This is an optimization exercise on Yosys and OpenROAD, whose aim is a short achievable clock period and few clock cycles, not a production implementation.
Only simulation tests tie the RTL to the original design; equivalence was not proved.
Power and IR drop assume default switching activity.

==> xenon: inputs <==
## l2_cache_top
module l2_cache_top (
	input logic clk,
	input logic rst_n,
	input logic req_valid,
	input logic [15:0] req_addr,
	input logic [31:0] req_wdata,
	input logic req_we,
	input logic [2:0] req_id,
	output logic stall,
	output logic rsp_valid,
	output logic [31:0] rsp_data,
	output logic [2:0] rsp_id,
	output logic wb_cyc,
	output logic wb_stb,
	output logic wb_we,
	output logic [15:0] wb_adr,
	output logic [31:0] wb_dat_w,
	input logic wb_ack,
	input logic [31:0] wb_dat_r
);
clock: 5.5 ns
lec_check: 0
abc_clock_period_in_ps: 2500
cap_margin: 20
core_margin: 2
core_utilization: 35
place_density: 0.45
setup_slack_margin: 2.5
slew_margin: 20
tns_end_percent: 100
run.sh (not shown) runs the stock make flow with config.mk's settings and CLKGATE_MAP_FILE= SYNTH_SCRIPT=/design/flow/synth_recipe.tcl, a recipe that flattens the netlist after the stock synthesis.
==> onyx (differences from xenon) <==
--- a/flow/design.v
+++ b/flow/design.v
@@ -1,13 +1,13 @@
 `timescale 1ns/100ps
 package cache_pkg;
 	typedef logic [16-1:0] addr_t;
 	typedef logic [32-1:0] data_t;
-	typedef logic [3-1:0] index_t;
-	typedef logic [(16 - 3)-1:0] tag_t;
+	typedef logic [2-1:0] index_t;
+	typedef logic [(16 - 2)-1:0] tag_t;
 	typedef logic [3-1:0] way_t;
 	typedef logic [3-1:0] id_t;
 	typedef struct packed {
 		addr_t addr;
 		data_t data;
 		logic we;
 		id_t id;
@@ -63,18 +63,18 @@
 	output logic rsp_valid_o,
 	output cache_pkg::core_rsp_t rsp_o,
 	output cache_pkg::wb_m2s_t wb_o,
 	input cache_pkg::wb_s2m_t wb_i
 );
 	localparam int AB = 16;
 	localparam int DB = 32;
-	localparam int IB = 3;
+	localparam int IB = 2;
 	localparam int WB = 3;
-	localparam int TB = (16 - 3);
-	localparam int S = (1 << 3);
+	localparam int TB = (16 - 2);
+	localparam int S = (1 << 2);
 	localparam int W = (1 << 3);
 	localparam int N = S * W;	 
 	localparam int LB = WB + IB;
 	localparam int IDB = 3;
 	localparam int NID = 1 << IDB;
 	localparam int FQB = 3;	 
 	localparam int FQD = 1 << FQB;
@@ -305,30 +305,30 @@
 		l_bad = ~q_hit & (~l_vok | (wq_cnt >= WQD - 1) |
 			(~q_we & ((fq_cnt >= FQD - 1) | lw | q_evm)));
 	end
 	logic [W-1:0] h_vw;
 	logic [WB-1:0] h_vidx;
 	logic [N-1:0] h_vic;
 	logic h_vok, h_wqm, h_bad, h_vdty;
+	logic aw, aw_a;
 	always_comb begin
 		h_vw = '0;
 		h_vok = 1'b0;
 		for (int s = 0; s < S; s++) begin
 			h_vw = h_vw | (vr_w[s] & {W{a_oh[s]}});
 			h_vok = h_vok | (vr_ok[s] & a_oh[s]);
 		end
 		h_vidx = '0;
 		for (int w = 0; w < W; w++) if (h_vw[w]) h_vidx = h_vidx | w[WB-1:0];
 		for (int w = 0; w < W; w++)
 			for (int s = 0; s < S; s++)
 				h_vic[w*S+s] = h_vw[w] & a_oh[s];
 		h_vok = h_vok & ~(|(h_vic & ra_q));
 		h_vdty = |(h_vic & val_q & dty_q);
-		h_wqm = cyc_q & we_q & (adr_q == a_addr);
-		for (int i = 0; i < WQD; i++) h_wqm = h_wqm | (wq_v[i] & (wq_addr[i] == a_addr));
+		h_wqm = aw;
 		h_bad = ~a_hit & (~h_vok | (wq_cnt >= WQD) |
 			(~a_we & ((fq_cnt >= FQD - 1) | h_wqm)));
 	end
 	assign a_load = ~a_v | ~a_bad;
 	always_ff @(posedge clk or negedge reset) begin
 		if (!reset) begin
 			a_v <= 1'b0;
@@ -470,21 +470,21 @@
 		p_wqm = cyc_q & we_q & (adr_q == pf_addr);
 		for (int i = 0; i < WQD; i++) p_wqm = p_wqm | (wq_v[i] & (wq_addr[i] == pf_addr));
 	end
 	logic p2_v, p2_hit, p2_vany, p2_conf, p2_wqm, p2_done, p2_alloc, p2_clean;
 	logic [AB-1:0] p2_addr;
 	logic [W-1:0] p2_vw;
 	logic [S-1:0] p2_oh;
+	logic [N-1:0] p2_line;
 	logic [WB-1:0] p2_vidx;
 	logic pf_wait;
 	logic [AB-1:0] pf_faddr;	 
 	logic [WB-1:0] pf_way;
 	always_comb begin
-		p2_conf = (m_v & (m_addr[IB-1:0] == p2_addr[IB-1:0])) | (q_v & (q_addr[IB-1:0] == p2_addr[IB-1:0])) |
-			(a_v & (a_addr[IB-1:0] == p2_addr[IB-1:0]));
+		p2_conf = m_v & (m_addr[IB-1:0] == p2_addr[IB-1:0]);
 		p2_done = p2_v & ~p2_conf;
 		p2_alloc = p2_done & ~p2_hit & p2_vany & p2_clean & ~p2_wqm;
 		p2_vidx = '0;
 		for (int w = 0; w < W; w++) if (p2_vw[w]) p2_vidx = w[WB-1:0];
 		p1_look = sn_v & ~pf_wait & ~p2_v & (pf_ahead < PFD) & ~pf_restart;
 		p1_ok = p1_look & p_clean & ~(m_v & (m_addr[IB-1:0] == pf_addr[IB-1:0])) & ~(q_v & (q_addr[IB-1:0] == pf_addr[IB-1:0])) &
 			~(a_v & (a_addr[IB-1:0] == pf_addr[IB-1:0]));
@@ -521,14 +521,15 @@
 			pf_oh[pf_addr_d[IB-1:0]] <= 1'b1;
 		end
 		if (p1_ok) begin
 			p2_addr <= pf_addr;
 			p2_oh <= pf_oh;
 			p2_hit <= |p_match;
 			p2_vw <= p_vw;
+			p2_line <= p_vic;
 			p2_vany <= p_vok;
 			p2_clean <= p_clean;
 			p2_wqm <= p_wqm;	 
 		end
 		if (p2_alloc) begin
 			pf_faddr <= p2_addr;
 			pf_way <= p2_vidx;
@@ -538,15 +539,15 @@
 		for (genvar s = 0; s < S; s++) begin : g_s
 			localparam int E = w * S + s;
 			logic use_e, wr_e, al_e, fl_e, pa_e;
 			assign use_e = a_match[E];	 
 			assign wr_e = use_e & a_we;	 
 			assign al_e = a_al[E];	 
 			assign fl_e = f_v & f_oh[s] & f_wo[w];	 
-			assign pa_e = p2_alloc & p2_oh[s] & p2_vw[w];	 
+			assign pa_e = p2_alloc & p2_line[E];	 
 			assign al_vec[E] = al_e;
 			assign pa_vec[E] = pa_e;
 			always_ff @(posedge clk or negedge reset) begin
 				if (!reset) begin
 					val_q[E] <= 1'b0;
 					dty_q[E] <= 1'b0;
 					pnd_q[E] <= 1'b0;
@@ -619,14 +620,21 @@
 		lw_m = cyc_q & we_q & (adr_q == m_addr);
 		lw_q = cyc_q & we_q & (adr_q == q_addr);
 		for (int i = 0; i < WQD; i++) begin
 			lw_m = lw_m | (wq_v[i] & (wq_addr[i] == m_addr));
 			lw_q = lw_q | (wq_v[i] & (wq_addr[i] == q_addr));
 		end
 		lw_d = l_adv ? lw_m : lw_q;
+		aw_a = cyc_q & we_q & (adr_q == a_addr);
+		for (int i = 0; i < WQD; i++) aw_a = aw_a | (wq_v[i] & (wq_addr[i] == a_addr));
+	end
+	always_ff @(posedge clk or negedge reset) begin
+		if (!reset) aw <= 1'b0;
+		else if (a_load) aw <= lw_q | q_evm | lw;
+		else aw <= aw_a;
 	end
 	always_ff @(posedge clk or negedge reset) begin
 		if (!reset) lw <= 1'b0;
 		else lw <= lw_d;
 	end
 	for (genvar s = 0; s < S; s++) begin : g_rr
 		always_ff @(posedge clk or negedge reset) begin
--- a/flow/config.mk
+++ b/flow/config.mk
@@ -5,11 +5,10 @@
 export SDC_FILE = /design/flow/constraint.sdc
 export NUM_CORES = 4
 export LEC_CHECK = 0
 export ABC_CLOCK_PERIOD_IN_PS = 2500
 export CAP_MARGIN = 20
 export CORE_MARGIN = 2
 export CORE_UTILIZATION = 35
-export PLACE_DENSITY = 0.45
-export SETUP_SLACK_MARGIN = 2.5
+export SETUP_SLACK_MARGIN = 2.0
 export SLEW_MARGIN = 20
 export TNS_END_PERCENT = 100
==> notes.md <==
outcome complete, but fails checks; SO Faults slew limit; Slew Viols, Final 1; fraction of registers with async set/reset around 14%; P_comb 0.0447 W; Net Sw Frac ~43%; design area 204000 um^2
# the run above: onyx

==> notes.md <==
SO Faults antenna rules; Net Sw Frac 48.4%; Antenna Violating Nets Remaining 1; Max Cap Viol 0; Core Area 811000 um^2; design area 361000 um^2; fraction of registers with async set/reset 16.5%; Slew Viols, Final 0; fraction of area in multi-input gates a little over a third; outcome complete, but fails checks
# the run above: xenon

Testbench counts of xenon, summed over its fixed seeds: cycles 36,099.
Testbench counts of onyx, summed over its fixed seeds: cycles 39,968.


==> build 60 <==
l2_cache_top, a different RTL version from the one above (not shown whole).
export LEC_CHECK = 0
export CAP_MARGIN = 20
export CORE_MARGIN = 2
export CORE_UTILIZATION = 40
export SLEW_MARGIN = 20
create_clock -name core_clock -period 5.5 [get_ports {clk}]
==> trial 61: changes against build 60 <==
--- a/flow/config.mk
+++ b/flow/config.mk
@@ -7,2 +7,3 @@
 export LEC_CHECK = 0
+export ABC_CLOCK_PERIOD_IN_PS = 3500
 export CAP_MARGIN = 20
@@ -10,2 +11,4 @@
 export CORE_UTILIZATION = 40
+export SETUP_SLACK_MARGIN = 1.5
 export SLEW_MARGIN = 20
+export TNS_END_PERCENT = 100
==> results_dict.tcl <==
set metrics [dict create \
    outcome "complete, no violations" \
    seq_power_share_pct 39.3 \
    leakage_nw 30.24 \
    timing.final.crit_share_pct 90.06 \
    path_common_cell "mux2i_1" \
    path_delay_family "multiplexers" \
    area_delta_synth_final_pct 15.62 \
    power.group.top "registers" \
    fillers 16950 \
    post_cts_buffers 0 \
    dp_slack_ps -174.5 \
    clockPowerShare_pct 26.2 \
    regToRegEndpoint "cache_i.array_i.data_mem[19][16]" \
    cts_resized 0 \
    final_cell_count_no_fill 7321 \
]
-- figures above: build 60

==> results_dict.tcl <==
set metrics [dict create \
    outcome "complete, no violations" \
    leakage_nw 33.55 \
    post_cts_buffers 146 \
    cts_resized 309 \
    final_cell_count_no_fill 7656 \
    fillers 16090 \
    area_delta_synth_final_pct 24.80 \
    regToRegEndpoint "cache_i.array_i.data_mem[30][9]" \
    dp_slack_ps -301.9 \
    seq_power_share_pct 37.1 \
    path_delay_family "buffers and inverters" \
    clockPowerShare_pct 25.1 \
]
-- figures above: trial 61

Testbench counts of build 60, summed over its fixed seeds: cycles 130,344.
Testbench counts of trial 61, summed over its fixed seeds: cycles 130,344.

separate check: timing with driven ports:
In the flow no input, the clock included, has a driving cell. The finished layouts below were timed again as built, in two steps. Step 1, drivers: a clkbuf_16 drives clk and a buf_2 each remaining input, both assumed. Step 2 times the ports against the registers' clock, not the clock port: input delays grow and output delays shrink by t, the midpoint of the rising clock arrivals with the driver on. Slacks: ideal ports / drivers / drivers and shift; pairs: ideal ports / drivers.
run	t (ns)	setup WS [ns]	hold WS [ns]	worst register clock-pin slew, ns	cell pins on the clock port's net
xenon	1.351	1.959 / 1.959 / 1.353	0.411 / 0.347 / 0.411	0.07 / 0.07	1
onyx	1.110	1.717 / 1.717 / 1.134	0.085 / 0.025 / 0.355	0.07 / 0.07	1
build 60	0.920	0.547 / 0.552 / -0.369	0.069 / 0.000 / 0.470	0.07 / 0.07	1
trial 61	0.936	1.209 / 1.209 / 0.272	0.294 / 0.246 / 0.462	0.07 / 0.07	1
Met with ideal ports but missed after step 2: setup timing in build 60. The setup slack of trial 61, which loses most, moves by 0.000 ns with the drivers and by -0.937 ns with both steps.
